From an optimization exercise on the open Yosys and OpenROAD flow, aimed at small area and a short achievable clock period; shortcuts taken in it are not production practice. In this exercise RTL edits were held to simulation tests only and were not proved equivalent to the original. Power is estimated from default activity; no workload was simulated.

Setup of job 3815:
// book_top
module book_top #(
  parameter int ENTRIES_N = book_cfg_pkg::DEF_ENTRIES_N,
  parameter bit IS_BID = book_cfg_pkg::DEF_IS_BID
) (
  input  logic                     i_clk,
  input  logic                     i_rst_n,
  input  logic                     i_cmd_vld,
  input  book_types_pkg::cmd_t                     i_cmd,
  input  book_types_pkg::key_t                     i_key,
  input  book_types_pkg::volume_t                  i_volume,
  output logic [ENTRIES_N-1:0]     o_vld,
  output book_types_pkg::key_t [ENTRIES_N-1:0]     o_keys,
  output book_types_pkg::volume_t [ENTRIES_N-1:0]  o_volumes,
  output book_types_pkg::listsize_t                o_listsize,
  output logic                     o_notify_vld,
  output book_types_pkg::key_t                     o_notify_key,
  output book_types_pkg::volume_t                  o_notify_volume
);
  localparam int N = 16;
  logic op_clr, op_add, op_del, op_rep;
  assign op_clr = i_cmd_vld && (i_cmd == book_types_pkg::CMD_CLEAR);
  ...
Size: roughly 3600 cells after synthesis, roughly 600 I/O pins, roughly 29000 µm² of cells after synthesis.
export LEC_CHECK = 0
export CAP_MARGIN = 20
export CORE_MARGIN = 2
export CORE_UTILIZATION = 40
export CTS_BUF_LIST = sky130_fd_sc_hd__clkbuf_8
export CTS_CLUSTER_DIAMETER = 50
export CTS_CLUSTER_SIZE = 16
export SETUP_SLACK_MARGIN = 2.0
export SLEW_MARGIN = 20
export SYNTH_HIERARCHICAL = 1
export TNS_END_PERCENT = 25
create_clock -name core_clock -period 5.5 [get_ports {i_clk}]
standard.sh (not shown) runs the stock make flow with config.mk's settings and CLKGATE_MAP_FILE= SYNTH_SCRIPT=/design/flow/synth_recipe.tcl, a recipe that flattens the netlist after the stock synthesis.
==> flow/flow/run.sh <==
#!/bin/bash
# Standard layout, with the smallest buffer on every input and output port
set -e
export BUFFER_PORTS_ARGS="-buffer_cell sky130_fd_sc_hd__buf_1"
bash standard.sh > standard.log 2>&1
Input changes introduced in job 6666 (baseline for comparison: job 3815):
Settings: CTS_BUF_LIST removed (was sky130_fd_sc_hd__clkbuf_8); TNS_END_PERCENT changed from 25 to 10; CTS_CLUSTER_SIZE removed (was 16); CTS_CLUSTER_DIAMETER removed (was 50).
--- outcome ---
Status: achievable frequency parity (job 3815, job 6666). Summary: wire length, job 6666 better than job 3815. As far as final hold violation count goes, job 6666 and job 3815 are indistinguishable; the numbers are identical. When the final numbers for job 6666 and job 3815 were put side by side, the hold slack turned out to be greater in job 6666. Looking only at clock buffer count in the final layout, and setting everything else aside, the lower value of job 6666 and job 3815 goes to job 3815. Job 3815 -> job 6666: number of nets in the finished design flat. Job 3815 -> job 6666: per-cell routed wire length decreased slightly. Looking at post-route cell area, job 6666 sits 1.9% higher than job 3815 does. Job 6666 against job 3815: post-place setup slack -0.22 ns; ratio of final minimum period to clock period ~0 delta.
diff inputs: job 6666 => job 2375
Settings: putting CTS_CLUSTER_SIZE at 16 where nothing was set; putting CTS_CLUSTER_DIAMETER at 50 where nothing was set; putting GPL_ROUTABILITY_DRIVEN at 0 where nothing was set; putting CTS_BUF_LIST at sky130_fd_sc_hd__clkbuf_8 where nothing was set.
## What came out
Job 2375: aggregate global-route resource usage is 0.33 points lower than what job 6666 reported.
| non-filler instance count after layout | job 2375 vs job 6666 | ≈ equal |
Cmp job 2375 and job 6666 / clock skew / higher: job 2375
Area: job 2375 vs job 6666 -> job 2375 smaller
Between job 6666 and job 2375, the flow reports total power divided by cell area decreasing slightly.
Job 2375 vs job 6666 on achievable frequency: job 2375 is the lower one.

== oak ==
book_top, a different RTL version from the one above (not shown whole).
Size in the first run: ~3600 cells after synthesis, roughly 29000 µm² of cells after synthesis.
Design book_top, start of the top module:
module book_top #(
  parameter int ENTRIES_N = book_cfg_pkg::DEF_ENTRIES_N,
  parameter bit IS_BID = book_cfg_pkg::DEF_IS_BID
) (
  input  logic                     i_clk,
  input  logic                     i_rst_n,
  input  logic                     i_cmd_vld,
  input  book_types_pkg::cmd_t                     i_cmd,
  input  book_types_pkg::key_t                     i_key,
  input  book_types_pkg::volume_t                  i_volume,
  output logic [ENTRIES_N-1:0]     o_vld,
  output book_types_pkg::key_t [ENTRIES_N-1:0]     o_keys,
  output book_types_pkg::volume_t [ENTRIES_N-1:0]  o_volumes,
  output book_types_pkg::listsize_t                o_listsize,
  output logic                     o_notify_vld,
  output book_types_pkg::key_t                     o_notify_key,
  output book_types_pkg::volume_t                  o_notify_volume
);
  localparam int N = 16;
  logic op_clr, op_add, op_del, op_rep;
  assign op_clr = i_cmd_vld && (i_cmd == book_types_pkg::CMD_CLEAR);
  assign op_add = i_cmd_vld && (i_cmd == book_types_pkg::CMD_ADD);
  assign op_del = i_cmd_vld && (i_cmd == book_types_pkg::CMD_DELETE);
  assign op_rep = i_cmd_vld && (i_cmd == book_types_pkg::CMD_REPLACE);
  logic add_n, del_n, rep_n;
  assign add_n = ~op_add;
  assign del_n = ~op_del;
  assign rep_n = ~op_rep;
  logic [N-1:0] vld_n;
  assign vld_n = ~o_vld;
  book_types_pkg::key_t key_n;
  ...
export LEC_CHECK = 0
export CAP_MARGIN = 20
export CORE_MARGIN = 2
export CORE_UTILIZATION = 40
export SETUP_SLACK_MARGIN = 2.0
export SLEW_MARGIN = 20
export SYNTH_HIERARCHICAL = 1
create_clock -name core_clock -period 5.5 [get_ports {i_clk}]
Scripts as last shown in full above: flow/flow/run.sh
oak completed; timing, DRC and antenna clean
#### Input delta (pine over oak)
Settings: CTS_BUF_LIST newly set to sky130_fd_sc_hd__clkbuf_8; CTS_CLUSTER_DIAMETER newly set to 60; CTS_CLUSTER_SIZE newly set to 20; TNS_END_PERCENT newly set to 10.
### Flow results
- pine finished every stage and its layout cleared the timing, design-rule and antenna checks.
- Diff oak -> pine | placed cell count | up slightly
- As far as weighted congestion reported at the end of routability-driven placement is concerned, oak and pine perform about the same.
- met2 usage in global routing, pine and oak, higher one = oak.
> inputs changed (pine -> birch)
Settings: a deleted CTS_CLUSTER_DIAMETER that had been 60; a deleted CTS_CLUSTER_SIZE that had been 20; a change of CORE_UTILIZATION from 40 to 55; a deleted CTS_BUF_LIST that had been sky130_fd_sc_hd__clkbuf_8.
Notes after the runs:
Result: PASS for each of birch and pine
The cell row count in birch is 0.848 times that in pine.
Between birch and pine, it is birch whose fraction of cell area in non-clock buffers is higher, by 0.50 points.
[compare] base=pine new=birch: met3 wirelength from detailed routing +20%; met3 track demand over resource in global routing +1.7 points.
Diff pine -> birch | fmax | down by a few percent
Between birch and pine, it is birch whose global-route usage is higher, by 8.6 points.
The inputs of maple differ from those of birch as listed below.
Settings: CORE_UTILIZATION changed from 55 to 40.
## What came out
Diff birch -> maple: post-DP HPWL went up about 10%, synthesis-to-finish area growth increased 3.5 points, met3 track demand over resource in global routing lower. Going from birch to maple, maximum level of the CTS H-tree grows by 1. birch -> maple: maximum frequency increased by a few percent. | area of all placed cells without fillers | maple vs birch | 1000 µm² higher |. Delta (maple minus birch): first-pass detailed-route iteration total now smaller; switching component of the power up 3.9%; routed wire length grew by about 8%. Cell with the largest stage delay on the worst path = sky130_fd_sc_hd__dfrtp_1: birch; cell with the largest stage delay on the worst path = sky130_fd_sc_hd__dfrtp_2: maple.

-- separate check: timing with driven ports --
How much do the figures lean on ideal ports? The routed layouts below were timed once more, with nothing changed but the port constraints.
Step 1 assumes that a clkbuf_16 drives the clock port and a buf_2 every other input.
Step 2, shift: input delay + t, output delay - t, t = (earliest + latest rising clock arrival at the registers) / 2. This alone moves slack from input paths to output paths.
Slacks: ideal ports / drivers / drivers and shift; pairs: ideal ports / drivers.
| run | shift t [ns] | setup slack, ns | worst setup path after step 2 | slew at the worst register clock pin (ns) | worst slew at a driven data input, ns |
|---|---|---|---|---|---|
| job 3815 | 0.742 | 1.963 / 1.898 / 1.331 | input to register | 0.10 / 0.10 | 0.05 |
| job 6666 | 0.680 | 1.955 / 1.885 / 1.413 | input to register | 0.07 / 0.07 | 0.04 |
| job 2375 | 0.776 | 1.909 / 1.841 / 1.262 | input to register | 0.10 / 0.10 | 0.04 |
| oak | 0.678 | 2.046 / 1.972 / 1.428 | input to register | 0.07 / 0.07 | 0.04 |
| pine | 0.777 | 1.946 / 1.878 / 1.315 | input to register | 0.13 / 0.13 | 0.04 |
| birch | 0.715 | 1.869 / 1.801 / 1.295 | input to register | 0.07 / 0.07 | 0.05 |
| maple | 0.674 | 2.010 / 1.941 / 1.464 | input to register | 0.06 / 0.06 | 0.04 |
After both steps every run listed still meets setup and hold. The setup slack of job 2375, which loses most, moves by -0.068 ns with the drivers and by -0.647 ns with both steps.
